Background: an optimization exercise with open tools, aiming at small area, a short achievable clock period and few clock cycles per item. Do not read the settings as production practice.
Only simulation tests tie the RTL to the original design; equivalence was not proved.
Power is estimated from default activity; no workload was simulated.

`design.v`:
```
module riscv_multicycle #(
  parameter int unsigned  N        = 32,
  parameter logic [N-1:0] RESET_PC = '0
) (
  input  logic                clk,
  input  logic                rst,
  output logic                mem_req,
  output logic                mem_we,
  output logic [N-1:0]        mem_addr,
  output logic [N-1:0]        mem_wdata,
  input  logic [N-1:0]        mem_rdata,
  input  logic                mem_ready,
  output logic                retire,
  output logic                trap,
  output logic [N-1:0]        pc_out
);
  localparam logic [6:0] OP_LOAD   = 7'b0000011;
  localparam logic [6:0] OP_STORE  = 7'b0100011;
  localparam logic [6:0] OP_R      = 7'b0110011;
  localparam logic [6:0] OP_IMM    = 7'b0010011;
  localparam logic [6:0] OP_BRANCH = 7'b1100011;
  localparam logic [6:0] OP_JAL    = 7'b1101111;
  logic [N-1:0] r_pc4;     
  logic [N-1:0] r_tgt;     
  logic [11:0]  r_dlo;     
  logic [N-13:0] r_dhi;    
  logic [N-13:0] r_dalt;   
  logic         r_bdh, r_bda, r_bt, r_bs;
  logic [N-1:0] r_a;       
  logic [N-1:0] r_b;       
  logic [N-1:0] r_p;       
  logic         r_c0;      
  logic [11:0]  r_imm;     
  logic [4:0]   r_rd;
  logic         r_ld, r_jal, r_wb, r_sub, r_and, r_or, r_slt;
  logic         r_ag;      
  logic         r_dm;      
  logic         r_we;      
  logic         r_ret;     
  logic         r_ill;     
  logic [N-1:0] r_rf [1:31];
  logic [31:1]  r_v;       
  logic [31*N-1:0] w_rf;
  always_comb
    for (int k = 1; k < 32; k++) w_rf[(k-1)*N +: N] = r_rf[k];
  logic [N-1:0] w_res;
  rv_alu #(.N(N)) u_alu (
    .p(r_p), .a(r_a), .c0(r_c0), .op_and(r_and), .op_or(r_or), .op_slt(r_slt),
    .op_jal(r_jal), .pc4(r_pc4), .res(w_res)
  );
  logic [N-1:0] w_fa;      
  rv_bus #(.N(N)) u_bus (
    .sdh(r_bdh), .sda(r_bda), .sdl(r_dm), .st(r_bt), .ss(r_bs),
    .dlo(r_dlo), .dhi(r_dhi), .dalt(r_dalt), .x(r_tgt), .y(r_pc4), .q(w_fa)
  );
  assign mem_req   = ~r_ill & ~r_ag;
  assign mem_we    = r_we;
  assign mem_addr  = w_fa;
  assign mem_wdata = r_b;
  assign retire    = r_ret;
  assign trap      = r_ill;
  assign pc_out    = r_pc4;
  logic w_facc, w_dacc;
  assign w_facc = mem_ready & ~r_dm & ~r_ill;
  assign w_dacc = mem_ready & r_dm & ~r_ag;
  logic [6:0] d_op, d_f7;
  logic [2:0] d_f3;
  logic [4:0] d_rd, d_rs1, d_rs2;
  logic       d_ld, d_st, d_r, d_i, d_br, d_jal, d_alu3, d_legal;
  logic [N-1:0] d_immi, d_imms, d_immb, d_immj;
  assign d_op  = mem_rdata[6:0];
  assign d_rd  = mem_rdata[11:7];
  assign d_f3  = mem_rdata[14:12];
  assign d_rs1 = mem_rdata[19:15];
  assign d_rs2 = mem_rdata[24:20];
  assign d_f7  = mem_rdata[31:25];
  assign d_alu3  = (d_f3 == 3'b000) || (d_f3 == 3'b111) || (d_f3 == 3'b110) || (d_f3 == 3'b010);
  assign d_ld    = (d_op == OP_LOAD)  && (d_f3 == 3'b010);
  assign d_st    = (d_op == OP_STORE) && (d_f3 == 3'b010);
  assign d_r     = (d_op == OP_R) && (((d_f7 == 7'b0000000) && d_alu3) ||
                                      ((d_f7 == 7'b0100000) && (d_f3 == 3'b000)));
  assign d_i     = (d_op == OP_IMM) && d_alu3;
  assign d_br    = (d_op == OP_BRANCH) && (d_f3 == 3'b000);
  assign d_jal   = (d_op == OP_JAL);
  assign d_legal = d_ld | d_st | d_r | d_i | d_br | d_jal;
  logic d_kmem, d_kjal, d_kbr;
  assign d_kmem = ~d_op[6] & ~d_op[4];    
  assign d_kjal = d_op[6] & d_op[2];      
  assign d_kbr  = d_op[6] & ~d_op[2];     
  assign d_immi = {{(N-12){mem_rdata[31]}}, mem_rdata[31:20]};
  assign d_imms = {{(N-12){mem_rdata[31]}}, mem_rdata[31:25], mem_rdata[11:7]};
  assign d_immb = {{(N-13){mem_rdata[31]}}, mem_rdata[31], mem_rdata[7], mem_rdata[30:25],
                   mem_rdata[11:8], 1'b0};
  assign d_immj = {{(N-21){mem_rdata[31]}}, mem_rdata[31], mem_rdata[19:12], mem_rdata[20],
                   mem_rdata[30:21], 1'b0};
  logic         w_fwd1, w_fwd2, w_haz;
  logic [N-1:0] w_rfa, w_rfb, w_opa, w_opb;
  assign w_fwd1 = r_wb && (d_rs1 == r_rd);
  assign w_fwd2 = r_wb && (d_rs2 == r_rd);
  assign w_haz  = (d_ld | d_st) && w_fwd1;
  rv_rdport #(.N(N)) u_rda (
    .sel(d_rs1), .valid(r_v), .regs(w_rf), .ovr(r_ag), .alt(r_a), .q(w_rfa)
  );
  rv_rdport #(.N(N)) u_rdb (
    .sel(d_rs2), .valid(r_v), .regs(w_rf), .ovr(1'b0), .alt({N{1'b0}}), .q(w_rfb)
  );
  assign w_opa = w_fwd1 ? w_res : w_rfa;
  assign w_opb = w_fwd2 ? w_res : w_rfb;
  logic         d_sub;
  logic [N-1:0] w_bsel, w_bx;
  assign d_sub  = (d_r && d_f7[5] && (d_f3 == 3'b000)) || ((d_r || d_i) && (d_f3 == 3'b010));
  assign w_bsel = d_i ? d_immi : w_opb;
  assign w_bx   = d_sub ? ~w_bsel : w_bsel;
  logic [N-1:0] w_ap;
  assign w_ap   = w_opa ^ w_bx;
  logic [N-1:0] w_tgt;
  logic [11:0]  w_dlo;
  logic [N-13:0] w_dalt;
  logic [11:0]  w_offs;
  logic         w_eq;
  always_comb begin
    if (r_ag)          w_offs = r_imm;
    else if (d_op[5])  w_offs = d_imms[11:0];
    else               w_offs = d_immi[11:0];
  end
  logic [N-1:0] w_timm;
  assign w_timm = d_op[2] ? d_immj : d_immb;
  rv_addpg #(.N(N)) u_tgt (.p(w_fa ^ w_timm), .k({w_fa[N-1:1], w_fa[0] & w_timm[0]}),
                           .s(w_tgt), .co());
  logic w_bdh, w_bda;
  rv_agen #(.N(N)) u_dad (.a(w_rfa), .off(w_offs), .en(r_ag | d_kmem), .lo(w_dlo), .alt(w_dalt),
                          .sh(w_bdh), .sa(w_bda));
  logic w_eq0, w_eq1, w_eq2, w_take;
  rv_eq   #(.N(N)) u_eq0 (.a(w_rfa), .b(w_rfb), .eq(w_eq0));
  rv_eq   #(.N(N)) u_eq1 (.a(w_res), .b(w_rfb), .eq(w_eq1));
  rv_eq   #(.N(N)) u_eq2 (.a(w_rfa), .b(w_res), .eq(w_eq2));
  always_comb begin
    case ({w_fwd1, w_fwd2})
      2'b00:   w_eq = w_eq0;
      2'b10:   w_eq = w_eq1;
      2'b01:   w_eq = w_eq2;
      default: w_eq = 1'b1;
    endcase
  end
  assign w_take = d_kjal | (d_kbr & w_eq);
  logic         w_we;
  logic [N-1:0] w_wd;
  assign w_we = r_wb | (r_ld & r_dm);
  assign w_wd = r_dm ? mem_rdata : w_res;
  always_ff @(posedge clk) begin
    for (int k = 1; k < 32; k++)
      if (w_we && r_rd == 5'(k)) r_rf[k] <= w_wd;
  end
  always_ff @(posedge clk or negedge rst) begin
    if (!rst) r_v <= '0;
    else
      for (int k = 1; k < 32; k++)
        if (w_we && r_rd == 5'(k)) r_v[k] <= 1'b1;
  end
  always_ff @(posedge clk) begin
    if (w_facc) begin
      r_a   <= w_opa;
      r_b   <= w_bsel;
      r_p   <= w_ap ^ {{(N-1){1'b0}}, d_sub};
      r_c0  <= w_ap[0] ? d_sub : w_opa[0];
      r_imm <= w_offs;
      r_rd  <= d_rd;
      r_tgt <= w_tgt;
    end
    if (w_facc | r_ag) begin
      r_dlo  <= w_dlo;
      r_dhi  <= w_rfa[N-1:12];
      r_dalt <= w_dalt;
    end
  end
  always_ff @(posedge clk or negedge rst) begin
    if (!rst) begin
      r_pc4  <= RESET_PC;
      r_bdh  <= 1'b0;
      r_bda  <= 1'b0;
      r_bt   <= 1'b0;
      r_bs   <= 1'b1;
      r_ld   <= 1'b0;
      r_jal  <= 1'b0;
      r_wb   <= 1'b0;
      r_sub  <= 1'b0;
      r_and  <= 1'b0;
      r_or   <= 1'b0;
      r_slt  <= 1'b0;
      r_ag   <= 1'b0;
      r_dm   <= 1'b0;
      r_we   <= 1'b0;
      r_ret  <= 1'b0;
      r_ill  <= 1'b0;
    end else begin
      r_ret <= 1'b0;
      if (w_facc) begin
        r_pc4  <= w_fa + N'(4);
        r_bt   <= w_take;
        r_bs   <= ~(d_kmem | w_take);
        r_bdh  <= w_bdh;
        r_bda  <= w_bda;
        r_ld   <= d_ld;
        r_jal  <= d_jal;
        r_wb   <= (d_r | d_i | d_jal) && (d_rd != 5'd0);
        r_sub  <= d_sub;
        r_and  <= (d_f3 == 3'b111);
        r_or   <= (d_f3 == 3'b110);
        r_slt  <= (d_f3 == 3'b010);
        r_ag   <= w_haz;
        r_dm   <= d_ld | d_st;
        r_we   <= d_st;
        r_ret  <= d_r | d_i | d_br | d_jal;
        r_ill  <= !d_legal;
      end else if (r_ag) begin
        r_ag   <= 1'b0;
        r_bdh  <= w_bdh;
        r_bda  <= w_bda;
      end else if (w_dacc) begin
        r_bdh  <= 1'b0;
        r_bda  <= 1'b0;
        r_bs   <= 1'b1;
        r_dm   <= 1'b0;
        r_we   <= 1'b0;
        r_ret  <= 1'b1;
      end
    end
  end
endmodule
module rv_alu #(
  parameter int unsigned N = 32
) (
  input  logic [N-1:0] p,
  input  logic [N-1:0] a,
  input  logic         c0,
  input  logic         op_and,
  input  logic         op_or,
  input  logic         op_slt,
  input  logic         op_jal,
  input  logic [N-1:0] pc4,
  output logic [N-1:0] res
);
  logic [N-1:0] sum;
  logic         lt;
  rv_addpg #(.N(N)) u_add (.p({p[N-1:1], 1'b0}), .k({a[N-1:1], c0}), .s(sum), .co());
  assign lt = p[N-1] ? sum[N-1] : a[N-1];
  always_comb begin
    if (op_jal)      res = pc4;
    else if (op_and) res = a & ~p;
    else if (op_or)  res = a | p;
    else if (op_slt) res = {{(N-1){1'b0}}, lt};
    else             res = {sum[N-1:1], p[0]};
  end
endmodule
module rv_addpg #(
  parameter int unsigned N = 32
) (
  input  logic [N-1:0] p,
  input  logic [N-1:0] k,
  output logic [N-1:0] s,
  output logic         co
);
  logic [N-1:0] c, t;
  always_comb begin
    c = k;
    t = p;
    for (int d = 1; d < N; d = d * 2)
      for (int i = N - 1; i >= d; i = i - 1) begin
        c[i] = t[i] ? c[i-d] : c[i];
        t[i] = t[i] & t[i-d];
      end
    s  = p ^ {c[N-2:0], 1'b0};
    co = c[N-1];
  end
endmodule
module rv_rdport #(
  parameter int unsigned N = 32
) (
  input  logic [4:0]      sel,
  input  logic [31:1]     valid,
  input  logic [31*N-1:0] regs,
  input  logic            ovr,
  input  logic [N-1:0]    alt,
  output logic [N-1:0]    q
);
  logic [31:0]     oh;
  logic [32*N-1:0] d;
  logic [4*N-1:0]  gq;
  always_comb begin
    oh[0] = ovr;
    for (int k = 1; k < 32; k++) oh[k] = (sel == 5'(k)) && valid[k] && !ovr;
  end
  assign d = {regs, alt};
  for (genvar g = 0; g < 4; g++) begin : grp
    rv_ao8n #(.N(N)) u_ao (.s(oh[8*g +: 8]), .d(d[8*g*N +: 8*N]), .qn(gq[g*N +: N]));
  end
  assign q = ~(gq[0 +: N] & gq[N +: N] & gq[2*N +: N] & gq[3*N +: N]);
endmodule
module rv_ao8n #(
  parameter int unsigned N = 32
) (
  input  logic [7:0]     s,
  input  logic [8*N-1:0] d,
  output logic [N-1:0]   qn
);
  logic [N-1:0] q;
  always_comb begin
    q = '0;
    for (int j = 0; j < 8; j++) q = q | ({N{s[j]}} & d[j*N +: N]);
  end
  assign qn = ~q;
endmodule
module rv_eq #(
  parameter int unsigned N = 32
) (
  input  logic [N-1:0] a,
  input  logic [N-1:0] b,
  output logic         eq
);
  assign eq = (a == b);
endmodule
module rv_bus #(
  parameter int unsigned N = 32
) (
  input  logic          sdh,
  input  logic          sda,
  input  logic          sdl,
  input  logic          st,
  input  logic          ss,
  input  logic [11:0]   dlo,
  input  logic [N-13:0] dhi,
  input  logic [N-13:0] dalt,
  input  logic [N-1:0]  x,
  input  logic [N-1:0]  y,
  output logic [N-1:0]  q
);
  assign q[11:0]   = ({12{sdl}} & dlo) | ({12{st}} & x[11:0]) | ({12{ss}} & y[11:0]);
  assign q[N-1:12] = ({(N-12){sdh}} & dhi) | ({(N-12){sda}} & dalt) |
                     ({(N-12){st}} & x[N-1:12]) | ({(N-12){ss}} & y[N-1:12]);
endmodule
module rv_agen #(
  parameter int unsigned N = 32
) (
  input  logic [N-1:0]  a,
  input  logic [11:0]   off,
  input  logic          en,
  output logic [11:0]   lo,
  output logic [N-13:0] alt,
  output logic          sh,
  output logic          sa
);
  localparam int unsigned H = N - 12;
  logic         co;
  logic [H-1:0] h, k, z;
  rv_addpg #(.N(12)) u_lo (.p(a[11:0] ^ off), .k({a[11:1], a[0] & off[0]}), .s(lo), .co(co));
  assign sa  = en & (co ^ off[11]);
  assign sh  = en & ~(co ^ off[11]);
  always_comb begin
    h = a[N-1:12];
    k = h ^ {H{off[11]}};
    z = k;
    for (int d = 1; d < H; d = d * 2)
      for (int i = H - 1; i >= d; i = i - 1)
        z[i] = z[i] & z[i-d];
    alt = h ^ {z[H-2:0], 1'b1};
  end
endmodule
```
`run.sh`:
```
#!/bin/bash
# synth_recipe.tcl (not shown) runs the flow's synth.tcl, then flattens the netlist and writes it again
# the make line also repeats each setting of config.mk as NAME=value (left out here)
make -C /OpenROAD-flow-scripts/flow DESIGN_CONFIG=/design/flow/config.mk WORK_HOME=/design/flow/orfs CLKGATE_MAP_FILE= SYNTH_SCRIPT=/design/flow/synth_recipe.tcl finish
```
`config.mk`:
```
export PLATFORM = sky130hd
export DESIGN_NAME = riscv_multicycle
export DESIGN_NICKNAME = riscv_multicycle
export VERILOG_FILES = /design/flow/design.v
export SDC_FILE = /design/flow/constraint.sdc
export NUM_CORES = 4
export LEC_CHECK = 0
export CAP_MARGIN = 20
export CELL_PAD_IN_SITES_DETAIL_PLACEMENT = 1
export CORE_MARGIN = 2
export CORE_UTILIZATION = 30
export PLACE_DENSITY = 0.4
export SETUP_SLACK_MARGIN = 5
export SLEW_MARGIN = 20
export SYNTH_HIERARCHICAL = 1
export TNS_END_PERCENT = 5
```
`constraint.sdc`:
```
create_clock -name core_clock -period 9.0 [get_ports {clk}]
set_input_delay 1.8000 -clock core_clock [delete_from_list [all_inputs] [get_ports {clk}]]
set_output_delay 1.8000 -clock core_clock [all_outputs]
set_load 0.01 [all_outputs]
```
==> parameters.txt, run 1 <==
Parameter                              Value

Route
  Drt initial violations ... 5317
  First-pass DRT Iterations ... 6
  Via count normalized by instance count ... 5.94
  Wire length per cell after detailed routing ... 35.5 µm
  Detailed-route wire length ... 293 mm
  ANT nets after route ... 0
  Via Count ... 49000
  Drt drc ... 0

Layout
  Layout cells sized above 1 ... 28.5%
  Count of nets after finishing ... 5365
  Layout overhead on the synthesized area ... 27.6%
  Area taken by flip-flops and latches ... 37700 µm²
  Filler Cells Inserted ... 21400
  Combined area of the multi-input logic cells ... 25400 µm²

Power
  Sequential group share of total power ... 41.2%
  Clock Power Share ... 35.0%
  Combinational power share ... 23.8%
  Leakage power figure ... 25.8 nW
  P_int ... 12.1 mW
  Largest vdd supply drop ... 0.000204 V
  Net switching share of the total power ... 31.4%
  Power density relative to cell area ... about 220 nW/µm²
  Sw power ... 5.57 mW

Synthesis
  Warning count from the yosys run ... 14
  Synthesized area ... 62600 µm²
  Post-Syn Area per Cell ... around 13 µm²
  Synthesized instance count ... around 4700

Worst setup path
  Launching point of the worst reg2reg path ... r_a[3]
  Worst Setup End Kind ... flip-flop
  Kind of start point of the critical path ... input pin
  Worst flop-to-flop path endpoint ... r_bs
  Arrival @ worst endpoint ... 5.13 ns
  Setup slack on the worst flop-to-flop path ... 4.76 ns
  Endpoint required time on the critical path ... 9.75 ns
  Largest fanout on the critical path ... 9
  Kind of critical path ... input pin to flip-flop
  Number of cells traversed by the worst register-to-register path ... 18

Run status
  Status ... timing/DRC/antenna clean

STA
  Final setup vio count ... 0
  Setup Skew ... 0.0387 ns
  Setup repair after global routing missed its margin ... true
  Post-route minimum period ... 4.39 ns
  Final Cycle Share ... between 40% and 50%
  Final Hold Violating Endpoints ... 0
  Slew at the pin with the worst max-slew slack ... 1.09 ns
  Worst path setup slack after routing ... 4.61 ns
  Summed negative setup slack over all endpoints ... 0 ns
  Timing-limited maximum frequency ... between 0.2 and 0.25 GHz
  Final-report max-slew violation count ... 0
  Worst slew slack as a fraction of its limit ... 27.1%

Placement
  Number of input and output port buffers inserted ... 134
  Sum of net half-perimeters after detailed placement ... around 190 mm
  Routability congestion estimate ... 0.884
  Pre-CTS worst setup slack ... 1.76 ns

Clock tree
  Cts-stage hold buffer count ... 0
  Number of CTS-inserted buffers ... 154
  CTS H-tree depth ... 4
  Max Root-Sink Buffers ... 3
  Number of clock sinks ... 1268
  CTS tree ... done
  Clock edge transition at the registers on the reported setup and hold paths ... ~0.050 ns
  Insertion delay of the later-clocked pin in the worst-skew pair ... 0.83 ns
  Root Buffer ... sky130_fd_sc_hd__clkbuf_16

Floorplanning
  Full die area ... 212000 µm²
  Die height ... between 400 and 500 µm
  Number of rows in the core area ... 167
  DIE WIDTH ... 461 µm
  Core box area ... between 200000 and 250000 µm²
  Effective utilization at floorplan ... 30.2%
  I/O pin count ... 135

GRT
  Total global-route track usage ... ~27%
  Global-route wire length before repair ... 401 mm
  Via count of the first global-routing pass ... 48800
  Remaining global-route overflow ... 0
  Number of antenna violations at the first check in global routing ... 19
  Maximum number of pins on one net before global-route repair ... 54

Hold path
  Min-Delay Path Depth ... 2
  End point of the worst hold path ... r_ld
  Startpoint of the tightest hold check path ... r_ld
  Hold Crit Class ... flip-flop to flip-flop

Flow run
  MaxCap Viol Count ... 0
-- final cells by class --
cell class / instances / share of cell area (%)
clock buffer: 183 / 4.99
antenna: 3 / 0.00940
tap: 2788 / 4.37
clock inverter: 97 / 1.14
timing repair buffer: 767 / 10.1
multi-input combinational: 3064 / 31.8
inverter: 73 / 0.349
sequential: 1268 / 47.2
-- flip-flops by register name, summed over array words and instances (netlist names), 31 cells and up --
name and cells:
r_p 32, r_rf 992, r_pc4 32, r_tgt 32, r_a 32, r_b 32
r_v 31
-- power by group through the flow --
stage	sequential [mW]	combinational (mW)	clock, mW
2_1_floorplan	7.35	1.98	0
3_3_place_gp	7.44	3.39	0
3_5_place_dp	7.44	3.42	0
4_1_cts	7.31	3.94	6.31
5_1_grt	7.32	4.42	6.50
6_report	7.31	4.21	6.20
-- placed cells by master (no fill, tap or decap), types with 91 or more instances in the layout --
cell and count:
sky130_fd_sc_hd__edfxtp_1 1190, sky130_fd_sc_hd__a22oi_1 999, sky130_fd_sc_hd__buf_4 443, sky130_fd_sc_hd__nand2_1 184, sky130_fd_sc_hd__and4_1 159, sky130_fd_sc_hd__clkbuf_16 156
sky130_fd_sc_hd__xor2_1 123, sky130_fd_sc_hd__a21oi_1 108, sky130_fd_sc_hd__buf_12 105, sky130_fd_sc_hd__nand4_1 103, sky130_fd_sc_hd__clkdlybuf4s50_1 92, sky130_fd_sc_hd__o21ai_0 91
-- routing by layer --
metal  GRT usage [%]  share of wire (%)  up-vias
met1            36.0                 43    25900
met4            9.39                3.9       10
met3            4.03                6.4      516
met2            44.2                 47     2119
li1                -                  -    20400
met5               0              0.022        -
-- worst max path at each step --
stage | to | slack, ns | cells past startpoint | start
after floorplan | r_bda | 4.23 | 18 | mem_rdata[19]
after global placement | r_dalt[19] | 1.78 | 13 | mem_rdata[18]
after detailed placement | r_bs | 1.76 | 14 | mem_rdata[19]
after CTS | r_tgt[31] | 4.68 | 10 | mem_rdata[27]
after global routing | r_bs | 4.63 | 18 | mem_rdata[22]
final | r_bs | 4.61 | 18 | mem_rdata[17]
-- timing repair --
| item | 4_1_cts | 5_1_grt |
|---|---|---|
| gates cloned | 24 | 2 |
| pin swaps | 210 | 86 |
| resized for setup | 724 | 152 |
| setup endpoints to repair | 803 | 564 |
| setup buffers | 361 | 110 |
-- critical path, cell delays in order --
cell and delay, ns:
sky130_fd_sc_hd__buf_8 0.14, sky130_fd_sc_hd__buf_6 0.16, sky130_fd_sc_hd__and4bb_4 0.21, sky130_fd_sc_hd__and3_4 0.27
sky130_fd_sc_hd__buf_12 0.16, sky130_fd_sc_hd__buf_16 0.14, sky130_fd_sc_hd__a22oi_2 0.15, sky130_fd_sc_hd__and4_4 0.28
sky130_fd_sc_hd__nand4_1 0.15, sky130_fd_sc_hd__buf_6 0.18, sky130_fd_sc_hd__buf_4 0.15, sky130_fd_sc_hd__xor2_1 0.14
sky130_fd_sc_hd__nor4_1 0.32, sky130_fd_sc_hd__nand4_1 0.16, sky130_fd_sc_hd__nor2_1 0.14, sky130_fd_sc_hd__a32o_1 0.18
sky130_fd_sc_hd__o2bb2ai_2 0.10, sky130_fd_sc_hd__a31o_2 0.24
-- metrics by stage --
| stage | std cells | area, µm² | power (mW) | hold slack (ns) | util [%] |
|---|---|---|---|---|---|
| floorplan | 4731 | 62700 | 9.33 | 0.445 | - |
| finish | 8243 | 79800 | 17.7 | 0.509 | 38.5 |
| global route | 8241 | 79800 | 18.2 | 0.548 | 38.5 |
| CTS | 8128 | 78400 | 17.6 | 0.515 | 37.8 |
| detailed placement | 7463 | 66900 | 10.9 | 0.501 | 32.3 |
| global placement | 7463 | 66900 | 10.8 | 0.489 | 32.3 |
Testbench counts, summed over its fixed seeds: cycles 90,854, retired 72,013.
==> inputs of run 2 (changes only) <==
--- a/config.mk
+++ b/config.mk
@@ -11,6 +11,6 @@
 export CORE_UTILIZATION = 30
 export PLACE_DENSITY = 0.4
-export SETUP_SLACK_MARGIN = 5
+export SETUP_SLACK_MARGIN = 4.5
 export SLEW_MARGIN = 20
 export SYNTH_HIERARCHICAL = 1
-export TNS_END_PERCENT = 5
+export TNS_END_PERCENT = 10
==> run 2 against run 1 <==
Largest cell class unchanged; final cell count fell by 2.8%; synthesized cell count did not move; clock power barely moved; non-clock buffer count fell by 222; critical path depth fell by 10; sequential power barely moved; critical endpoint is now r_tgt[25]; area after synthesis did not move; combinational power fell by about 10%; largest power group unchanged; die area did not move; clock-buffer cell count did not move.
==> parameters.txt, run 2 <==
Parameter                              Value

Route
  Wire length per cell after detailed routing ... 35.5 µm (about the same)
  ANT nets after route ... 0 (unchanged)
  First-pass DRT Iterations ... 6 (unchanged)
  Via Count ... 47600 (-2.8%)
  Detailed-route wire length ... 284 mm (-2.9%)
  Via count normalized by instance count ... 5.94 (about the same)
  Drt initial violations ... 4996 (-6.0%)
  Drt drc ... 0 (unchanged)

Floorplanning
  I/O pin count ... 135 (unchanged)
  Die height ... 461 µm (unchanged)
  Effective utilization at floorplan ... 30.2% (unchanged)
  Full die area ... 212000 µm² (unchanged)
  Core box area ... 207000 µm² (unchanged)
  DIE WIDTH ... 461 µm (unchanged)
  Number of rows in the core area ... 167 (unchanged)

Layout
  Combined area of the multi-input logic cells ... 24300 µm² (-4.5%)
  Layout cells sized above 1 ... 21.6% (-6.9 points)
  Area taken by flip-flops and latches ... 37700 µm² (about the same)
  Most frequent cells in the layout ... sky130_fd_sc_hd__edfxtp_1, sky130_fd_sc_hd__a22oi_1, sky130_fd_sc_hd__buf_4
  Post-route design area ... 76100 µm² (-4.7%)
  Max FFs per register ... 992 (unchanged)
  Most common library cell in the layout ignoring fill and taps ... sky130_fd_sc_hd__edfxtp_1
  Layout overhead on the synthesized area ... 21.7%
  Util after Layout ... 36.7% (-1.8 points)
  Register with the most flip-flops ... r_rf
  Filler Cells Inserted ... 21600 (+0.74%)
  Count of nets after finishing ... 5138 (-4.2%)

Synthesis
  Warning count from the yosys run ... 14 (unchanged)
  Synthesized instance count ... 4692 (unchanged)
  Synthesized area ... 62600 µm² (unchanged)
  Post-Syn Area per Cell ... 13.3 µm² (unchanged)

Power
  Power density relative to cell area ... 227 nW/µm² (+2.3%)
  Sequential group share of total power ... 42.3% (+1.1 points)
  Clock Power Share ... 35.8% (+0.8 points)
  Leakage power figure ... 23.9 nW (-7.2%)
  Net switching share of the total power ... 31.2% (-0.27 points)
  P_int ... 11.9 mW (-2.1%)
  Largest vdd supply drop ... 0.000199 V (-2.7%)
  Sw power ... 5.39 mW (-3.3%)
  Combinational power share ... 21.8% (-2.0 points)

STA
  Final-report max-slew violation count ... 0 (unchanged)
  Post-Route Hold Slack ... 0.519 ns (+0.00913 ns)
  Timing-limited maximum frequency ... 0.218 GHz (-4.5%)
  Final Cycle Share ... 51.0% (+2.3 points)
  Setup Skew ... 0.0365 ns (-0.00218 ns)
  Post-route minimum period ... 4.59 ns (+0.208 ns)
  Final Hold Violating Endpoints ... 0 (unchanged)
  Worst slew slack as a fraction of its limit ... 27.7% (+0.57 points)
  Final setup vio count ... 0 (unchanged)
  Setup repair after global routing missed its margin ... true
  Summed negative setup slack over all endpoints ... 0 ns (unchanged)
  Slew at the pin with the worst max-slew slack ... 1.09 ns (-0.00848 ns)

Worst setup path
  Kind of start point of the critical path ... input pin
  Kind of critical path ... input pin to flip-flop
  Arrival @ worst endpoint ... 5.14 ns (about the same)
  Setup slack on the worst flop-to-flop path ... 4.54 ns (-0.22 ns)
  Critical path buffer and inverter count ... 1 (-5)
  Largest fanout on the critical path ... 8 (-1)
  Endpoint required time on the critical path ... 9.54 ns (-0.21 ns)
  Most repeated library cell on the critical path ... sky130_fd_sc_hd__a21oi_1
  Kind of cell adding the most delay to the critical path ... compound AO/OA/AOI/OAI gates
  CP peak stage delay ... 0.89 ns (+0.57 ns)
  Cell-by-cell listing of the critical path ... clkdlybuf4s50_1 > xor2_1 > mux2i_1 > a31oi_1 > a2bb2oi_2 > a21oi_1 > a21oi_1 > xnor2_1
  Worst Setup End Kind ... flip-flop
  Worst setup startpoint ... mem_rdata[30]
  Launching point of the worst reg2reg path ... r_p[1]
  Number of cells traversed by the worst register-to-register path ... 17 (-1)
  Worst flop-to-flop path endpoint ... r_bs
  CP max stage cell ... sky130_fd_sc_hd__clkdlybuf4s50_1

Hold path
  Startpoint of the tightest hold check path ... r_ld
  Min-Delay Path Depth ... 2 (unchanged)
  End point of the worst hold path ... r_ld
  Hold Crit Class ... flip-flop to flip-flop

GRT
  Total global-route track usage ... 26.0% (-0.92 points)
  Via count of the first global-routing pass ... 47400 (-2.8%)
  Number of antenna violations at the first check in global routing ... 15 (-4)
  Global-route wire length before repair ... 389 mm (-3.2%)
  Maximum number of pins on one net before global-route repair ... 54 (unchanged)
  Remaining global-route overflow ... 0 (unchanged)

Flow run
  MaxCap Viol Count ... 0 (unchanged)

Clock tree
  Max Root-Sink Buffers ... 3 (unchanged)
  Number of clock sinks ... 1268 (unchanged)
  Insertion delay of the later-clocked pin in the worst-skew pair ... 0.83 ns (about the same)
  CTS H-tree depth ... 4 (unchanged)
  Clock edge transition at the registers on the reported setup and hold paths ... 0.07 ns (+0.02 ns)
  Number of CTS-inserted buffers ... 154 (unchanged)
  Root Buffer ... sky130_fd_sc_hd__clkbuf_16
  CTS tree ... done

Run status
  Status ... timing/DRC/antenna clean

Placement
  Routability congestion estimate ... 0.884 (unchanged)
  Placement-stage cell area ... 66900 µm² (unchanged)
  Sum of net half-perimeters after detailed placement ... 192 mm (unchanged)
  Number of input and output port buffers inserted ... 134 (unchanged)
## run 2: worst max path at each step
stage                   endpoint  depth (start not counted)
CTS                 mem_addr[11]                          4
detailed placement          r_bs                         14
floorplan                  r_bda                         18
global route        mem_addr[10]                          4
global placement      r_dalt[19]                         13
finish                 r_tgt[25]                          8
## run 2: timing repair
item | in CTS | in global routing
pin swaps | 102 | 50
endpoints found under the setup margin | 525 | 81
endpoints found under the hold margin | 0 | 0
gates resized for setup | 310 | 157
hold buffers | 0 | 0
setup buffers | 177 | 82
cloned | 6 | 5
## run 2: layout make-up
cell class	instances	area share [%]
repair buffers	545	7.20
well taps	2788	4.58
inverters	73	0.367
flip-flops and latches	1268	49.5
clock inverters	97	1.20
diodes	2	0.00657
multi-input cells	3059	31.9
clock buffers	183	5.23
## run 2: metrics by stage
stage	cells	total power [mW]	setup slack, ns
detailed placement	7463	10.9	1.76
CTS	7926	17.2	4.30
floorplan	4731	9.33	4.23
finish	8015	17.3	4.41
global placement	7463	10.8	1.78
global route	8013	17.8	4.37
## run 2: metal layers
metal  up-vias  wire length, µm  GRT usage (%)
li1      19900                -              -
met1     25300           124000           35.4
met2      1948           133000           42.2
met3       453            17000           3.78
met4         4            10100           8.79
met5         -               27              0
## run 2: power groups by stage
| stage | registers, mW | logic (mW) | clock network (mW) |
|---|---|---|---|
| 2_1_floorplan | 7.35 | 1.98 | 0 |
| 3_3_place_gp | 7.44 | 3.39 | 0 |
| 3_5_place_dp | 7.44 | 3.42 | 0 |
| 4_1_cts | 7.32 | 3.57 | 6.31 |
| 5_1_grt | 7.34 | 3.99 | 6.51 |
| 6_report | 7.32 | 3.77 | 6.20 |
## run 2: tightest hold or removal path, stage by stage, from the launching register on
cell and delay (ns):
sky130_fd_sc_hd__dfrtp_1 0.36, sky130_fd_sc_hd__nand2_1 0.05, sky130_fd_sc_hd__o21ai_0 0.06
==> inputs of run 3 (changes only) <==
--- a/design.v
+++ b/design.v
@@ -28,8 +28,6 @@
   logic         r_bdh, r_bda, r_bt, r_bs;
   logic [N-1:0] r_a;       
-  logic [N-1:0] r_b;       
   logic [N-1:0] r_p;       
   logic         r_c0;      
-  logic [11:0]  r_imm;     
   logic [4:0]   r_rd;
   logic         r_ld, r_jal, r_wb, r_sub, r_and, r_or, r_slt;
@@ -57,5 +55,5 @@
   assign mem_we    = r_we;
   assign mem_addr  = w_fa;
-  assign mem_wdata = r_b;
+  assign mem_wdata = r_p;
   assign retire    = r_ret;
   assign trap      = r_ill;
@@ -120,5 +118,5 @@
   logic         w_eq;
   always_comb begin
-    if (r_ag)          w_offs = r_imm;
+    if (r_ag)          w_offs = r_tgt[11:0];
     else if (d_op[5])  w_offs = d_imms[11:0];
     else               w_offs = d_immi[11:0];
@@ -161,10 +159,8 @@
     if (w_facc) begin
       r_a   <= w_opa;
-      r_b   <= w_bsel;
-      r_p   <= w_ap ^ {{(N-1){1'b0}}, d_sub};
+      r_p   <= d_st ? w_opb : (w_ap ^ {{(N-1){1'b0}}, d_sub});
       r_c0  <= w_ap[0] ? d_sub : w_opa[0];
-      r_imm <= w_offs;
       r_rd  <= d_rd;
-      r_tgt <= w_tgt;
+      r_tgt <= {w_tgt[N-1:12], w_haz ? w_offs : w_tgt[11:0]};
     end
     if (w_facc | r_ag) begin
--- a/config.mk
+++ b/config.mk
@@ -11,6 +11,6 @@
 export CORE_UTILIZATION = 30
 export PLACE_DENSITY = 0.4
-export SETUP_SLACK_MARGIN = 4.5
+export SETUP_SLACK_MARGIN = 4.75
 export SLEW_MARGIN = 20
 export SYNTH_HIERARCHICAL = 1
-export TNS_END_PERCENT = 10
+export TNS_END_PERCENT = 5
==> run 3 against run 2 <==
Still clean; flip-flop and latch count down 44; via count is 12% higher; register-to-register slack is essentially flat; critical path depth grew 7; combinational power is 3% higher; die area fell by 0.75%; routed wire length up 22%; design area rose by 4.9%; sequential power fell by 2.7%; largest cell class unchanged; non-clock buffer count rose by 278.
==> parameters.txt, run 3 <==
Parameter                              Value

Run status
  Status ... timing/DRC/antenna clean

Floorplanning
  Full die area ... 211000 µm² (-0.75%)
  Core box area ... 205000 µm² (-1.0%)
  Number of rows in the core area ... 166 (-0.60%)
  Effective utilization at floorplan ... 30.3% (+0.074 points)
  DIE WIDTH ... 459 µm (-0.38%)
  I/O pin count ... 135 (unchanged)
  Die height ... 459 µm (-0.38%)

STA
  Final setup vio count ... 0 (unchanged)
  Slew at the pin with the worst max-slew slack ... 1.20 ns (+0.115 ns)
  Final Cycle Share ... 51.5% (+0.44 points)
  Worst slew slack as a fraction of its limit ... 20.0% (-7.7 points)
  Worst path setup slack after routing ... 4.37 ns (-0.0399 ns)
  Setup Skew ... 0.0649 ns (+0.0284 ns)
  Post-route minimum period ... 4.63 ns (+0.0399 ns)
  Summed negative setup slack over all endpoints ... 0 ns (unchanged)
  Timing-limited maximum frequency ... 0.216 GHz (-0.86%)
  Setup repair after global routing missed its margin ... true
  Final-report max-slew violation count ... 0 (unchanged)
  Final Hold Violating Endpoints ... 0 (unchanged)

GRT
  Global-route wire length before repair ... 460 mm (+18%)
  Remaining global-route overflow ... 0 (unchanged)
  Via count of the first global-routing pass ... 52300 (+10%)
  Number of antenna violations at the first check in global routing ... 30 (+15)
  Total global-route track usage ... 31.7% (+5.7 points)
  Maximum number of pins on one net before global-route repair ... 64 (+19%)

Power
  Power density relative to cell area ... 217 nW/µm² (-4.2%)
  Total power ... 17.4 mW (+0.41%)
  Largest vdd supply drop ... 0.000196 V (-1.7%)
  Leakage power figure ... 26.3 nW (+10%)

Layout
  Filler Cells Inserted ... 21400 (-0.88%)
  Register with the most flip-flops ... r_rf
  Area taken by flip-flops and latches ... 36400 µm² (-3.5%)
  Post-route design area ... 79800 µm² (+4.9%)
  Count of nets after finishing ... 5655 (+10%)
  Layout cells sized above 1 ... 27.9% (+6.3 points)
  Most frequent cells in the layout ... sky130_fd_sc_hd__edfxtp_1, sky130_fd_sc_hd__a22oi_1, sky130_fd_sc_hd__buf_4
  Combined area of the multi-input logic cells ... 25900 µm² (+6.9%)
  Most common library cell in the layout ignoring fill and taps ... sky130_fd_sc_hd__edfxtp_1
  Max FFs per register ... 992 (unchanged)
  Util after Layout ... 38.9% (+2.2 points)
  Layout overhead on the synthesized area ... 28.6%

Worst setup path
  Cell-by-cell listing of the critical path ... buf_8 > and4bb_4 > and3_4 > buf_4 > a22oi_1 > and4_4 > nand4_1 > xor2_1 > nor4_2 > nand4_1 > nor2_1 > and3_1 > a211o_1 > a21oi_2 > or3b_4
  CP max stage cell ... sky130_fd_sc_hd__nor4_2
  Worst Setup End Kind ... flip-flop
  CP peak stage delay ... 0.42 ns (-0.47 ns)
  Kind of start point of the critical path ... input pin
  Kind of critical path ... input pin to flip-flop
  Most repeated library cell on the critical path ... sky130_fd_sc_hd__nand4_1
  Arrival @ worst endpoint ... 5.34 ns (+0.20 ns)
  Endpoint required time on the critical path ... 9.71 ns (+0.17 ns)
  Largest fanout on the critical path ... 15 (+7)

Route
  Drt initial violations ... 6827 (+37%)
  Wire length per cell after detailed routing ... 41.0 µm (+16%)
  Drt drc ... 0 (unchanged)
  First-pass DRT Iterations ... 8 (+2)
  ANT nets after route ... 0 (unchanged)
  Via Count ... 53500 (+12%)
  Detailed-route wire length ... 346 mm (+22%)
  Via count normalized by instance count ... 6.34 (+6.7%)

Placement
  Number of input and output port buffers inserted ... 134 (unchanged)
  Pre-CTS worst setup slack ... 1.38 ns (-0.383 ns)
  Sum of net half-perimeters after detailed placement ... 210 mm (+9.4%)
  Placement-stage cell area ... 66800 µm² (-0.13%)
  Routability congestion estimate ... 0.930 (+5.2%)

Clock tree
  Number of clock sinks ... 1224 (-3.5%)
  Cts-stage hold buffer count ... 0 (unchanged)
  Max Root-Sink Buffers ... 3 (unchanged)
  Number of CTS-inserted buffers ... 150 (-2.6%)
  Insertion delay of the later-clocked pin in the worst-skew pair ... 0.84 ns (about the same)
  CTS tree ... done
  CTS H-tree depth ... 4 (unchanged)
  Root Buffer ... sky130_fd_sc_hd__clkbuf_16
  Clock edge transition at the registers on the reported setup and hold paths ... 0.06 ns (about the same)

Synthesis
  Warning count from the yosys run ... 14 (unchanged)
  Synthesized area ... 62100 µm² (-0.76%)
  Post-Syn Area per Cell ... 12.6 µm² (-5.4%)
  Synthesized instance count ... 4924 (+4.9%)

Hold path
  Hold Crit Class ... flip-flop to flip-flop

Flow run
  MaxCap Viol Count ... 0 (unchanged)
==> run 3: path summary, 6_finish.rpt <==
check / from / end / slack, ns / depth (start not counted)
hold / removal: r_v[8] / r_v[8] / 0.51 / 1
max in group asynchronous: rst / r_v[30] / 6.87 / 2
setup / recovery: mem_rdata[24] / r_bs / 4.37 / 15
setup reg to reg: r_p[1] / r_bs / 4.53 / 21
hold reg to reg: r_v[8] / r_v[8] / 0.51 / 1
min in group asynchronous: rst / r_pc4[22] / 1.05 / 1
==> run 3: routing by layer <==
metal | wire [µm] | global-route usage, % | share of wire (%)
met3 | 34100 | 8.35 | 9.8
met5 | 126 | 0 | 0.036
met2 | 150000 | 47.6 | 43
met4 | 28300 | 21.4 | 8.2
met1 | 134000 | 39.8 | 39
==> run 3: power breakdown <==
group / internal, mW / switching, mW / leakage, nW / total (mW)
combinational: 1.28 / 2.62 / 12.5 / 3.90
clock: 3.64 / 2.70 / 2.47 / 6.34
sequential: 6.89 / 0.225 / 11.4 / 7.12
==> run 3: final cells by class <==
class                   count  share of cell area [%]
multi-input cells        3348                    32.5
well taps                2688                    4.21
inverters                  71                   0.346
clock inverters            95                    1.53
clock buffers             178                    4.88
diodes                     13                  0.0408
repair buffers            823                    10.9
flip-flops and latches   1224                    45.6
==> run 3: repair_timing <==
action                                  in CTS  in global routing
pin swaps                                  213                114
buffers inserted                           395                 78
cloned                                      40                 10
endpoints found under the setup margin     342                196
resized for setup                          672                157
==> run 3: stage by stage <==
stage / hold slack [ns] / instances
floorplan: 0.443 / 4963
global placement: 0.462 / 7631
detailed placement: 0.466 / 7631
CTS: 0.502 / 8339
global route: 0.527 / 8430
finish: 0.514 / 8440
==> run 3: critical path, delay by kind of cell <==
family / cells / cell delay (ns)
and+or+nand+nor: 9 / 2.45
buffers and inverters: 2 / 0.40
AOI/OAI and AO/OA: 3 / 0.39
xor gates and xnor gates: 1 / 0.26
Testbench counts of run 3, summed over its fixed seeds: cycles 90,854, retired 72,013.
==> inputs of run 4 (changes only) <==
--- a/design.v
+++ b/design.v
@@ -26,5 +26,5 @@
   logic [N-13:0] r_dhi;    
   logic [N-13:0] r_dalt;   
-  logic         r_bdh, r_bda, r_bt, r_bs;
+  logic         r_bdh, r_bda, r_bdl, r_bt, r_bs;
   logic [N-1:0] r_a;       
   logic [N-1:0] r_p;       
@@ -49,10 +49,10 @@
   logic [N-1:0] w_fa;      
   rv_bus #(.N(N)) u_bus (
-    .sdh(r_bdh), .sda(r_bda), .sdl(r_dm), .st(r_bt), .ss(r_bs),
-    .dlo(r_dlo), .dhi(r_dhi), .dalt(r_dalt), .x(r_tgt), .y(r_pc4), .q(w_fa)
+    .sdh(r_bdh), .sda(r_bda), .sdl(r_bdl), .st(r_bt), .ss(r_bs),
+    .dlo(r_dlo), .dhi(r_dhi), .dalt(r_dalt), .x(r_tgt), .y(r_pc4), .q(mem_addr)
   );
+  assign w_fa = r_bt ? r_tgt : r_pc4;
   assign mem_req   = ~r_ill & ~r_ag;
   assign mem_we    = r_we;
-  assign mem_addr  = w_fa;
   assign mem_wdata = r_p;
   assign retire    = r_ret;
@@ -145,5 +145,5 @@
   logic [N-1:0] w_wd;
   assign w_we = r_wb | (r_ld & r_dm);
-  assign w_wd = r_dm ? mem_rdata : w_res;
+  assign w_wd = r_ld ? mem_rdata : w_res;
   always_ff @(posedge clk) begin
     for (int k = 1; k < 32; k++)
@@ -175,4 +175,5 @@
       r_bdh  <= 1'b0;
       r_bda  <= 1'b0;
+      r_bdl  <= 1'b0;
       r_bt   <= 1'b0;
       r_bs   <= 1'b1;
@@ -197,4 +198,5 @@
         r_bdh  <= w_bdh;
         r_bda  <= w_bda;
+        r_bdl  <= d_kmem;
         r_ld   <= d_ld;
         r_jal  <= d_jal;
@@ -216,4 +218,5 @@
         r_bdh  <= 1'b0;
         r_bda  <= 1'b0;
+        r_bdl  <= 1'b0;
         r_bs   <= 1'b1;
         r_dm   <= 1'b0;
--- a/config.mk
+++ b/config.mk
@@ -11,6 +11,6 @@
 export CORE_UTILIZATION = 30
 export PLACE_DENSITY = 0.4
-export SETUP_SLACK_MARGIN = 4.75
+export SETUP_SLACK_MARGIN = 4.5
 export SLEW_MARGIN = 20
 export SYNTH_HIERARCHICAL = 1
-export TNS_END_PERCENT = 5
+export TNS_END_PERCENT = 10
==> run 4 against run 3 <==
Final cell count rose by 1.1%; largest cell class unchanged; critical path depth rose by 3; global-route usage is 2.8 points lower; setup slack got worse by 0.00051 ns; power is 2.1% higher; synthesized cell count grew 1.1%.
==> parameters.txt, run 4 <==
Parameter                              Value

Run status
  Status ... timing/DRC/antenna clean

STA
  Final-report max-slew violation count ... 0 (unchanged)
  Final setup vio count ... 0 (unchanged)
  Summed negative setup slack over all endpoints ... 0 ns (unchanged)
  Setup repair after global routing missed its margin ... true
  Setup Skew ... 0.0388 ns (-0.0261 ns)
  Final Cycle Share ... 51.5% (about the same)
  Final Hold Violating Endpoints ... 0 (unchanged)
  Post-route minimum period ... 4.63 ns (+0.000510 ns)
  Slew at the pin with the worst max-slew slack ... 1.17 ns (-0.0272 ns)
  Worst slew slack as a fraction of its limit ... 21.5% (+1.5 points)
  Timing-limited maximum frequency ... 0.216 GHz (about the same)

Worst setup path
  Cell-by-cell listing of the critical path ... buf_8 > buf_12 > and4bb_4 > and3_4 > buf_12 > buf_4 > a22oi_1 > and4_1 > nand4_1 > buf_4 > xor2_1 > nor4_1 > nand4_1 > nor2_2 > a2111oi_4 > a31oi_4 > o21ai_2 > o21ai_1
  Launching point of the worst reg2reg path ... r_p[6]
  Setup slack on the worst flop-to-flop path ... 4.51 ns (-0.02 ns)
  Worst Setup End Kind ... flip-flop
  Largest fanout on the critical path ... 8 (-7)
  Arrival @ worst endpoint ... 5.38 ns (+0.04 ns)
  CP max stage cell ... sky130_fd_sc_hd__and4_1
  CP peak stage delay ... 0.42 ns (about the same)
  Number of cells traversed by the worst register-to-register path ... 20 (-4.8%)
  Kind of start point of the critical path ... input pin
  Kind of cell adding the most delay to the critical path ... simple AND/OR/NAND/NOR gates
  Number of gates on the worst path with buffers counted ... 18 (+3)
  Worst flop-to-flop path endpoint ... r_bt
  Critical path buffer and inverter count ... 5 (+3)
  Kind of critical path ... input pin to flip-flop
  Endpoint required time on the critical path ... 9.75 ns (+0.04 ns)

Placement
  Placement-stage cell area ... 67700 µm² (+1.3%)
  Number of input and output port buffers inserted ... 134 (unchanged)
  Routability congestion estimate ... 0.911 (-2.1%)
  Sum of net half-perimeters after detailed placement ... 203 mm (-3.3%)

Clock tree
  CTS H-tree depth ... 4 (unchanged)
  Max Root-Sink Buffers ... 3 (unchanged)
  Number of clock sinks ... 1225 (+0.082%)
  Clock edge transition at the registers on the reported setup and hold paths ... 0.06 ns (about the same)
  CTS tree ... done
  Root Buffer ... sky130_fd_sc_hd__clkbuf_16
  Number of CTS-inserted buffers ... 151 (+0.67%)
  Cts-stage hold buffer count ... 0 (unchanged)
  Insertion delay of the later-clocked pin in the worst-skew pair ... 0.84 ns (about the same)

GRT
  Met2 usage in global routing ... 46.7% (-0.96 points)
  Met3 demand-to-capacity share in global routing ... 4.83% (-3.5 points)
  GRT met1 Usage ... 37.4% (-2.5 points)
  Remaining global-route overflow ... 0 (unchanged)
  Number of antenna violations at the first check in global routing ... 23 (-23%)
  Global-route wire length before repair ... 427 mm (-7.1%)
  Via count of the first global-routing pass ... 51300 (-1.8%)
  Maximum number of pins on one net before global-route repair ... 97 (+52%)
  Total global-route track usage ... 28.9% (-2.8 points)
  Layer with the highest usage ... met2

Layout
  Count of nets after finishing ... 5649 (-0.11%)
  Layout overhead on the synthesized area ... 25.5%
  Layout cells sized above 1 ... 24.7% (-3.3 points)
  Post-route design area ... 78600 µm² (-1.6%)
  Max FFs per register ... 992 (unchanged)
  Most frequent cells in the layout ... sky130_fd_sc_hd__edfxtp_1, sky130_fd_sc_hd__a22oi_1, sky130_fd_sc_hd__buf_4
  Filler Cells Inserted ... 21800 (+2.0%)
  Register with the most flip-flops ... r_rf
  Most common library cell in the layout ignoring fill and taps ... sky130_fd_sc_hd__edfxtp_1

Hold path
  Min-Delay Path Depth ... 1 (unchanged)
  Hold Crit Class ... flip-flop to flip-flop
  End point of the worst hold path ... r_v[10]
  Startpoint of the tightest hold check path ... r_v[10]

Power
  Largest vdd supply drop ... 0.000211 V (+8.1%)
  P_int ... 12.0 mW (+1.2%)
  Power density relative to cell area ... 226 nW/µm² (+3.8%)
  Sequential group share of total power ... 40.7% (-0.3 points)
  Sw power ... 5.77 mW (+4.1%)
  Net switching share of the total power ... 32.6% (+0.62 points)
  Leakage power figure ... 25.5 nW (-3.1%)
  Clock Power Share ... 34.3% (-2.2 points)
  Combinational power share ... 25.1% (+2.6 points)

Floorplanning
  Full die area ... 212000 µm² (+0.81%)
  Effective utilization at floorplan ... 30.2% (-0.057 points)
  Core box area ... 207000 µm² (+1.0%)
  Die height ... 461 µm (+0.40%)
  I/O pin count ... 135 (unchanged)
  Number of rows in the core area ... 167 (+0.60%)
  DIE WIDTH ... 461 µm (+0.40%)

Synthesis
  Synthesized instance count ... 4979 (+1.1%)
  Warning count from the yosys run ... 14 (unchanged)
  Synthesized area ... 62600 µm² (+0.82%)
  Post-Syn Area per Cell ... 12.6 µm² (-0.30%)

Route
  Detailed-route wire length ... 319 mm (-7.9%)
  Via count normalized by instance count ... 6.10 (-3.8%)
  Drt initial violations ... 6609 (-3.2%)
  Drt drc ... 0 (unchanged)
  First-pass DRT Iterations ... 8 (unchanged)
  Wire length per cell after detailed routing ... 37.4 µm (-8.9%)
  Via Count ... 52000 (-2.8%)
  ANT nets after route ... 0 (unchanged)

Flow run
  MaxCap Viol Count ... 0 (unchanged)
run 4: routing by layer:
| layer | up-vias | share of wire (%) |
|---|---|---|
| met3 | 612 | 6.9 |
| met5 | - | 0.0085 |
| li1 | 21400 | - |
| met1 | 27400 | 41 |
| met4 | 4 | 5.5 |
| met2 | 2523 | 47 |
run 4: power by group through the flow:
stage | combinational, mW | clock, mW | sequential (mW)
2_1_floorplan | 2.28 | 0 | 7.21
3_3_place_gp | 3.91 | 0 | 7.33
3_5_place_dp | 3.93 | 0 | 7.33
4_1_cts | 4.22 | 6.18 | 7.21
5_1_grt | 4.68 | 6.40 | 7.22
6_report | 4.44 | 6.07 | 7.21
run 4: final cells by class:
class / instances / area, µm² / area share [%]
antenna: 11 / 27.5 / 0.0350
inverter: 124 / 468 / 0.596
clock buffer: 196 / 4060 / 5.17
timing repair buffer: 773 / 7420 / 9.44
tap: 2788 / 3490 / 4.44
clock inverter: 76 / 762 / 0.970
multi-input combinational: 3337 / 25900 / 33.0
sequential: 1225 / 36400 / 46.3
run 4: repair_timing:
item,CTS,global route
setup endpoints to repair,557,132
pin swaps,143,67
buffers inserted,287,135
gates resized for setup,344,157
cloned,25,8
run 4: worst max path at each step:
stage	to	start
floorplan	r_bdh	mem_rdata[19]
global placement	r_bt	mem_rdata[22]
detailed placement	r_bda	mem_rdata[19]
CTS	mem_req	r_ag
global route	r_bt	mem_rdata[19]
finish	r_bt	mem_rdata[18]
run 4: through the flow:
step | util [%] | setup slack (ns) | std cells | total power, mW | hold WS, ns
final | 37.9 | 4.37 | 8530 | 17.7 | 0.506
after global routing | 37.9 | 4.37 | 8520 | 18.3 | 0.516
after CTS | 37.0 | 4.41 | 8375 | 17.6 | 0.492
after detailed placement | 32.6 | 1.42 | 7791 | 11.3 | 0.466
after global placement | 32.6 | 1.49 | 7791 | 11.2 | 0.464
after floorplan | - | 4.36 | 5018 | 9.49 | 0.446
Testbench counts of run 4, summed over its fixed seeds: cycles 90,854, retired 72,013.
==> inputs of run 5 (changes only) <==
--- a/config.mk
+++ b/config.mk
@@ -11,5 +11,5 @@
 export CORE_UTILIZATION = 30
 export PLACE_DENSITY = 0.4
-export SETUP_SLACK_MARGIN = 4.5
+export SETUP_SLACK_MARGIN = 4.25
 export SLEW_MARGIN = 20
 export SYNTH_HIERARCHICAL = 1
==> run 5 against run 4 <==
Still clean; utilization is 1.2 points lower; first-iteration DRC count is 19% lower; fmax decreased by 3.8%; critical path depth is 8 lower; design area is 3.2% lower; routed wire length fell by 6.8%; clock skew is 0.013 ns higher; power decreased by 1.0%; via count shrank 3.4%; clock-buffer cell count shrank 7; setup slack got worse by 0.19 ns; critical path type unchanged.
==> parameters.txt, run 5 <==
Parameter                              Value

Run status
  Status ... timing/DRC/antenna clean

Hold path
  Min-Delay Path Depth ... 2 (+1)
  End point of the worst hold path ... r_bs
  Startpoint of the tightest hold check path ... r_bs
  Hold Crit Class ... flip-flop to flip-flop

Route
  ANT nets after route ... 0 (unchanged)
  Detailed-route wire length ... 297 mm (-6.8%)
  Via count normalized by instance count ... 6.07 (-0.46%)
  Via Count ... 50200 (-3.4%)
  Drt drc ... 0 (unchanged)
  Drt initial violations ... 5357 (-19%)
  First-pass DRT Iterations ... 5 (-3)
  Wire length per cell after detailed routing ... 35.9 µm (-4.0%)

Floorplanning
  I/O pin count ... 135 (unchanged)
  Effective utilization at floorplan ... 30.2% (unchanged)
  DIE WIDTH ... 461 µm (unchanged)
  Full die area ... 212000 µm² (unchanged)
  Number of rows in the core area ... 167 (unchanged)
  Core box area ... 207000 µm² (unchanged)
  Die height ... 461 µm (unchanged)

STA
  Post-Route Hold Slack ... 0.480 ns (-0.0263 ns)
  Setup repair after global routing missed its margin ... true
  Summed negative setup slack over all endpoints ... 0 ns (unchanged)
  Final Cycle Share ... 53.6% (+2.1 points)
  Worst slew slack as a fraction of its limit ... 21.5% (about the same)
  Timing-limited maximum frequency ... 0.207 GHz (-3.8%)
  Setup Skew ... 0.0520 ns (+0.0133 ns)
  Final-report max-slew violation count ... 0 (unchanged)
  Final setup vio count ... 0 (unchanged)
  Final Hold Violating Endpoints ... 0 (unchanged)
  Post-route minimum period ... 4.82 ns (+0.185 ns)
  Slew at the pin with the worst max-slew slack ... 1.18 ns (+0.00461 ns)

Worst setup path
  Worst flop-to-flop path endpoint ... r_bt
  Endpoint required time on the critical path ... 9.51 ns (-0.24 ns)
  Kind of start point of the critical path ... input pin
  Arrival @ worst endpoint ... 5.33 ns (-0.05 ns)
  Worst Setup End Kind ... flip-flop
  Worst setup startpoint ... mem_rdata[7]
  Number of cells traversed by the worst register-to-register path ... 17 (-15%)
  Kind of critical path ... input pin to flip-flop
  Launching point of the worst reg2reg path ... r_p[1]
  Largest fanout on the critical path ... 10 (+2)
  Setup slack on the worst flop-to-flop path ... 4.34 ns (-0.17 ns)

Power
  Power density relative to cell area ... 231 nW/µm² (+2.3%)
  Largest vdd supply drop ... 0.000165 V (-22%)
  Leakage power figure ... 24.0 nW (-5.9%)

Placement
  Routability congestion estimate ... 0.903 (-0.91%)
  Placement-stage cell area ... 67400 µm² (-0.37%)
  Sum of net half-perimeters after detailed placement ... 197 mm (-2.9%)
  Number of input and output port buffers inserted ... 134 (unchanged)

Layout
  Layout cells sized above 1 ... 19.6% (-5.0 points)
  Count of nets after finishing ... 5394 (-4.5%)
  Filler Cells Inserted ... 21800 (+0.083%)
  Max FFs per register ... 992 (unchanged)
  Most common library cell in the layout ignoring fill and taps ... sky130_fd_sc_hd__edfxtp_1
  Register with the most flip-flops ... r_rf
  Post-route design area ... 76000 µm² (-3.2%)
  Area taken by flip-flops and latches ... 36400 µm² (about the same)
  Layout overhead on the synthesized area ... 21.4%
  Combined area of the multi-input logic cells ... 25400 µm² (-2.1%)
  Most frequent cells in the layout ... sky130_fd_sc_hd__edfxtp_1, sky130_fd_sc_hd__a22oi_1, sky130_fd_sc_hd__buf_4

GRT
  Remaining global-route overflow ... 0 (unchanged)
  Maximum number of pins on one net before global-route repair ... 64 (-34%)
  Number of antenna violations at the first check in global routing ... 14 (-39%)
  Total global-route track usage ... 27.3% (-1.6 points)
  Via count of the first global-routing pass ... 49800 (-2.9%)
  Global-route wire length before repair ... 409 mm (-4.2%)

Synthesis
  Warning count from the yosys run ... 14 (unchanged)
  Post-Syn Area per Cell ... 12.6 µm² (unchanged)
  Synthesized instance count ... 4979 (unchanged)
  Synthesized area ... 62600 µm² (unchanged)

Clock tree
  Clock edge transition at the registers on the reported setup and hold paths ... 0.06 ns (about the same)
  Root Buffer ... sky130_fd_sc_hd__clkbuf_16
  Insertion delay of the later-clocked pin in the worst-skew pair ... 0.83 ns (about the same)
  Number of CTS-inserted buffers ... 148 (-2.0%)
  Cts-stage hold buffer count ... 0 (unchanged)
  CTS tree ... done
  Number of clock sinks ... 1225 (unchanged)
  Max Root-Sink Buffers ... 3 (unchanged)
  CTS H-tree depth ... 4 (unchanged)

Flow run
  MaxCap Viol Count ... 0 (unchanged)
==> run 5: worst max path at each step <==
stage,end,slack [ns],depth (start not counted)
2_1_floorplan,r_bda,4.25,17
3_5_place_dp,r_bda,1.44,16
3_3_place_gp,r_bda,1.46,16
6_report,r_tgt[26],4.18,10
5_1_grt,r_bs,4.13,20
4_1_cts,r_tgt[25],4.17,12
==> run 5: metal layers <==
layer | vias to the layer above | GRT usage, % | wire length, µm
met3 | 521 | 4.44 | 19900
met1 | 26600 | 35.8 | 124000
met4 | 4 | 11.7 | 14100
met5 | - | 0 | 26
met2 | 2230 | 44.4 | 139000
li1 | 20900 | - | -
==> run 5: cell type report <==
| cell class | instances | area share [%] |
|---|---|---|
| Clock inverter | 84 | 1.32 |
| Antenna cell | 7 | 0.0230 |
| Multi-Input combinational cell | 3326 | 33.4 |
| Timing Repair Buffer | 532 | 7.07 |
| Tap cell | 2788 | 4.59 |
| Inverter | 124 | 0.616 |
| Clock buffer | 189 | 5.12 |
| Sequential cell | 1225 | 47.9 |
==> run 5: power by group <==
part	internal [mW]	switching, mW	leakage [nW]
Clock	3.52	2.60	2.36
Sequential	6.91	0.270	11.4
Combinational	1.45	2.78	10.3
Total	11.9	5.66	24.0
==> run 5: what timing repair did <==
action	in CTS	in global routing
setup buffers	181	26
gates resized for setup	344	56
pin swaps	111	16
endpoints found under the setup margin	401	61
gates cloned	20	2
==> run 5: stage by stage <==
| step | setup slack, ns | utilization (%) | std cells | power, mW |
|---|---|---|---|---|
| 2_1_floorplan | 4.25 | - | 5018 | 9.49 |
| 3_3_place_gp | 1.46 | 32.5 | 7766 | 11.2 |
| 3_5_place_dp | 1.44 | 32.5 | 7766 | 11.2 |
| 4_1_cts | 4.17 | 36.4 | 8240 | 17.6 |
| 5_1_grt | 4.13 | 36.7 | 8269 | 18.1 |
| 6_report | 4.18 | 36.7 | 8275 | 17.5 |
==> run 5: worst max-delay path, stage by stage <==
cell and delay (ns):
sky130_fd_sc_hd__clkdlybuf4s50_1 0.79, sky130_fd_sc_hd__mux2i_1 0.17, sky130_fd_sc_hd__xnor2_1 0.76, sky130_fd_sc_hd__nor2_1 0.11, sky130_fd_sc_hd__or4b_1 0.61, sky130_fd_sc_hd__a21oi_2 0.33, sky130_fd_sc_hd__nor2_1 0.10, sky130_fd_sc_hd__o32ai_2 0.28
sky130_fd_sc_hd__o41ai_4 0.18, sky130_fd_sc_hd__xnor2_1 0.19
==> inputs of run 6 (changes only) <==
--- a/config.mk
+++ b/config.mk
@@ -11,6 +11,6 @@
 export CORE_UTILIZATION = 30
 export PLACE_DENSITY = 0.4
-export SETUP_SLACK_MARGIN = 4.25
+export SETUP_SLACK_MARGIN = 4.75
 export SLEW_MARGIN = 20
 export SYNTH_HIERARCHICAL = 1
-export TNS_END_PERCENT = 10
+export TNS_END_PERCENT = 5
==> run 6 against run 5 <==
Still clean; sequential power hardly changed; setup slack better by 0.23 ns; combinational power is 6.6% higher; area after synthesis stayed put; critical path depth is 9 higher; synthesized cell count stayed put; flip-flop and latch count stayed put; via count is 2.5% higher; register-to-register slack better by 0.20 ns; routed wire length is 5.9% higher; final cell count is 2.0% higher; largest cell class unchanged; highest routed layer unchanged.
==> parameters.txt, run 6 <==
Parameter                              Value

Run status
  Status ... timing/DRC/antenna clean

STA
  Slew at the pin with the worst max-slew slack ... 1.23 ns (+0.0541 ns)
  Final-report max-slew violation count ... 0 (unchanged)
  Summed negative setup slack over all endpoints ... 0 ns (unchanged)
  Post-Route Hold Slack ... 0.500 ns (+0.0200 ns)
  Final Cycle Share ... 51.0% (-2.6 points)
  Final setup vio count ... 0 (unchanged)
  Worst path setup slack after routing ... 4.41 ns (+0.230 ns)
  Final Hold Violating Endpoints ... 0 (unchanged)
  Post-route minimum period ... 4.59 ns (-0.230 ns)
  Setup Skew ... 0.0407 ns (-0.0114 ns)
  Worst slew slack as a fraction of its limit ... 17.4% (-4.1 points)
  Setup repair after global routing missed its margin ... true
  Timing-limited maximum frequency ... 0.218 GHz (+5.0%)

Clock tree
  Clock edge transition at the registers on the reported setup and hold paths ... 0.06 ns (about the same)
  CTS tree ... done
  Root Buffer ... sky130_fd_sc_hd__clkbuf_16
  Insertion delay of the later-clocked pin in the worst-skew pair ... 0.84 ns (about the same)
  Number of CTS-inserted buffers ... 151 (+2.0%)
  Max Root-Sink Buffers ... 3 (unchanged)
  CTS H-tree depth ... 4 (unchanged)
  Number of clock sinks ... 1225 (unchanged)

Hold path
  Hold Crit Class ... flip-flop to flip-flop

Floorplanning
  Effective utilization at floorplan ... 30.2% (unchanged)
  Full die area ... 212000 µm² (unchanged)
  Core box area ... 207000 µm² (unchanged)
  Number of rows in the core area ... 167 (unchanged)
  Die height ... 461 µm (unchanged)
  I/O pin count ... 135 (unchanged)
  DIE WIDTH ... 461 µm (unchanged)

Layout
  Count of nets after finishing ... 5558 (+3.0%)
  Layout cells sized above 1 ... 25.0% (+5.4 points)
  Most common library cell in the layout ignoring fill and taps ... sky130_fd_sc_hd__edfxtp_1
  Layout overhead on the synthesized area ... 26.1%
  Register with the most flip-flops ... r_rf
  Util after Layout ... 38.1% (+1.4 points)
  Max FFs per register ... 992 (unchanged)
  Post-route design area ... 79000 µm² (+3.9%)
  Final non-filler cell total ... 8438 (+2.0%)
  Most frequent cells in the layout ... sky130_fd_sc_hd__edfxtp_1, sky130_fd_sc_hd__a22oi_1, sky130_fd_sc_hd__buf_4

Synthesis
  Warning count from the yosys run ... 14 (unchanged)
  Synthesized area ... 62600 µm² (unchanged)
  Synthesized instance count ... 4979 (unchanged)
  Post-Syn Area per Cell ... 12.6 µm² (unchanged)

GRT
  GRT met1 Usage ... 37.1% (+1.3 points)
  Total global-route track usage ... 28.9% (+1.6 points)
  Layer with the highest usage ... met2
  Via count of the first global-routing pass ... 50900 (+2.2%)
  Met2 usage in global routing ... 47.8% (+3.3 points)
  Remaining global-route overflow ... 0 (unchanged)
  Global-route wire length before repair ... 427 mm (+4.4%)
  Maximum number of pins on one net before global-route repair ... 76 (+19%)
  Met3 demand-to-capacity share in global routing ... 4.42% (-0.024 points)
  Number of antenna violations at the first check in global routing ... 10 (-4)

Route
  Drt initial violations ... 6080 (+13%)
  Wire length per cell after detailed routing ... 37.3 µm (+3.8%)
  Drt drc ... 0 (unchanged)
  First-pass DRT Iterations ... 6 (+1)
  Via Count ... 51500 (+2.5%)
  ANT nets after route ... 0 (unchanged)
  Detailed-route wire length ... 314 mm (+5.9%)
  Via count normalized by instance count ... 6.10 (+0.54%)

Power
  Largest vdd supply drop ... 0.000208 V (+26%)
  Leakage power figure ... 25.5 nW (+6.1%)
  Power density relative to cell area ... 229 nW/µm² (-0.62%)
  Total power ... 18.1 mW (+3.2%)

Flow run
  MaxCap Viol Count ... 0 (unchanged)

Placement
  Sum of net half-perimeters after detailed placement ... 203 mm (+3.1%)
  Number of input and output port buffers inserted ... 134 (unchanged)
  Pre-CTS worst setup slack ... 1.55 ns (+0.107 ns)
  Routability congestion estimate ... 0.877 (-2.8%)
  Number of cells in the design after placement ... 7800 (+0.44%)
  Placement-stage cell area ... 67700 µm² (+0.40%)

Worst setup path
  Kind of critical path ... input pin to flip-flop
  Worst Setup End Kind ... flip-flop
  Arrival @ worst endpoint ... 5.31 ns (-0.02 ns)
  Largest fanout on the critical path ... 7 (-3)
  Endpoint required time on the critical path ... 9.72 ns (+0.21 ns)
  Kind of start point of the critical path ... input pin
==> run 6: timing repair <==
item	in CTS	in global routing
hold buffers	0	0
endpoints found under the setup margin	558	178
pin swaps	183	39
cloned	24	0
setup buffers	290	41
resized for setup	611	74
==> run 6: path summary, 6_finish.rpt <==
path                                from   endpoint  slack [ns]  depth (start not counted)
min in group asynchronous            rst  r_pc4[27]        0.88                          1
hold / removal                    r_v[2]     r_v[2]        0.50                          1
setup reg to reg                  r_p[1]       r_bt        4.54                         17
max in group asynchronous            rst       r_bt        6.74                          2
setup / recovery           mem_rdata[16]      r_bda        4.41                         19
hold reg to reg                   r_v[2]     r_v[2]        0.50                          1
==> run 6: where the power goes <==
| part | internal [mW] | switching [mW] |
|---|---|---|
| clock | 3.77 | 2.64 |
| sequential | 6.91 | 0.266 |
| combinational | 1.64 | 2.89 |
==> run 6: layer usage <==
metal | vias up | wire length [µm]
met1 | 27400 | 128000
met5 | - | 21
li1 | 21200 | -
met4 | 4 | 16200
met3 | 532 | 20900
met2 | 2356 | 149000
==> run 6: cell type report <==
| type | instances | area, µm² |
|---|---|---|
| Clock buffer | 176 | 3960 |
| Sequential cell | 1225 | 36400 |
| Inverter | 124 | 468 |
| Timing Repair Buffer | 691 | 7050 |
| Multi-Input combinational cell | 3328 | 26400 |
| Antenna cell | 6 | 15.0 |
| Fill cell | 21600 | 128000 |
| Clock inverter | 100 | 1160 |
| Tap cell | 2788 | 3490 |
==> run 6: critical path, cell delays in order <==
cell	delay (ns)
sky130_fd_sc_hd__buf_6	0.10
sky130_fd_sc_hd__buf_12	0.14
sky130_fd_sc_hd__and2b_4	0.23
sky130_fd_sc_hd__buf_6	0.14
sky130_fd_sc_hd__buf_12	0.14
sky130_fd_sc_hd__and3_4	0.26
sky130_fd_sc_hd__buf_6	0.18
sky130_fd_sc_hd__a22oi_1	0.15
sky130_fd_sc_hd__and4_1	0.36
sky130_fd_sc_hd__nand4_1	0.13
sky130_fd_sc_hd__buf_4	0.19
sky130_fd_sc_hd__buf_4	0.17
sky130_fd_sc_hd__xor2_2	0.23
sky130_fd_sc_hd__nand4_1	0.21
sky130_fd_sc_hd__a21oi_2	0.18
sky130_fd_sc_hd__o22ai_2	0.09
sky130_fd_sc_hd__xor2_1	0.18
sky130_fd_sc_hd__and2_1	0.19
sky130_fd_sc_hd__a22o_1	0.20

-- port drivers added, routing unchanged --
How much do the figures lean on ideal ports? The routed layouts below were timed once more, with nothing changed but the port constraints. Step 1 sets driving cells, clkbuf_16 on the clock port and buf_2 on the other inputs (assumed; they add their load-dependent delay and slew). Step 2 moves the port delays by t, midway between the first and last clock arrival at a register: inputs arrive t later, outputs are due t later. That takes back most of the time a late clock gives input paths. Slacks: ideal ports / drivers / drivers and shift; pairs: ideal ports / drivers.
run	shift t [ns]	slack for setup (ns)	clock arrival spread, ns	worst data-port slew with drivers (ns)
run 1	0.908	4.614 / 4.654 / 3.746	0.044 / 0.044	0.09
run 2	0.901	4.406 / 4.331 / 3.561	0.039 / 0.039	0.09
run 3	0.891	4.366 / 4.351 / 3.460	0.065 / 0.066	0.18
run 4	0.903	4.366 / 4.384 / 3.481	0.038 / 0.039	0.09
run 5	0.885	4.180 / 4.201 / 3.316	0.053 / 0.053	0.14
run 6	0.909	4.410 / 4.458 / 3.549	0.040 / 0.040	0.09
After both steps setup and hold are still met in every run listed. The setup slack of run 3, which loses most, moves by -0.015 ns with the drivers and by -0.906 ns with both steps.
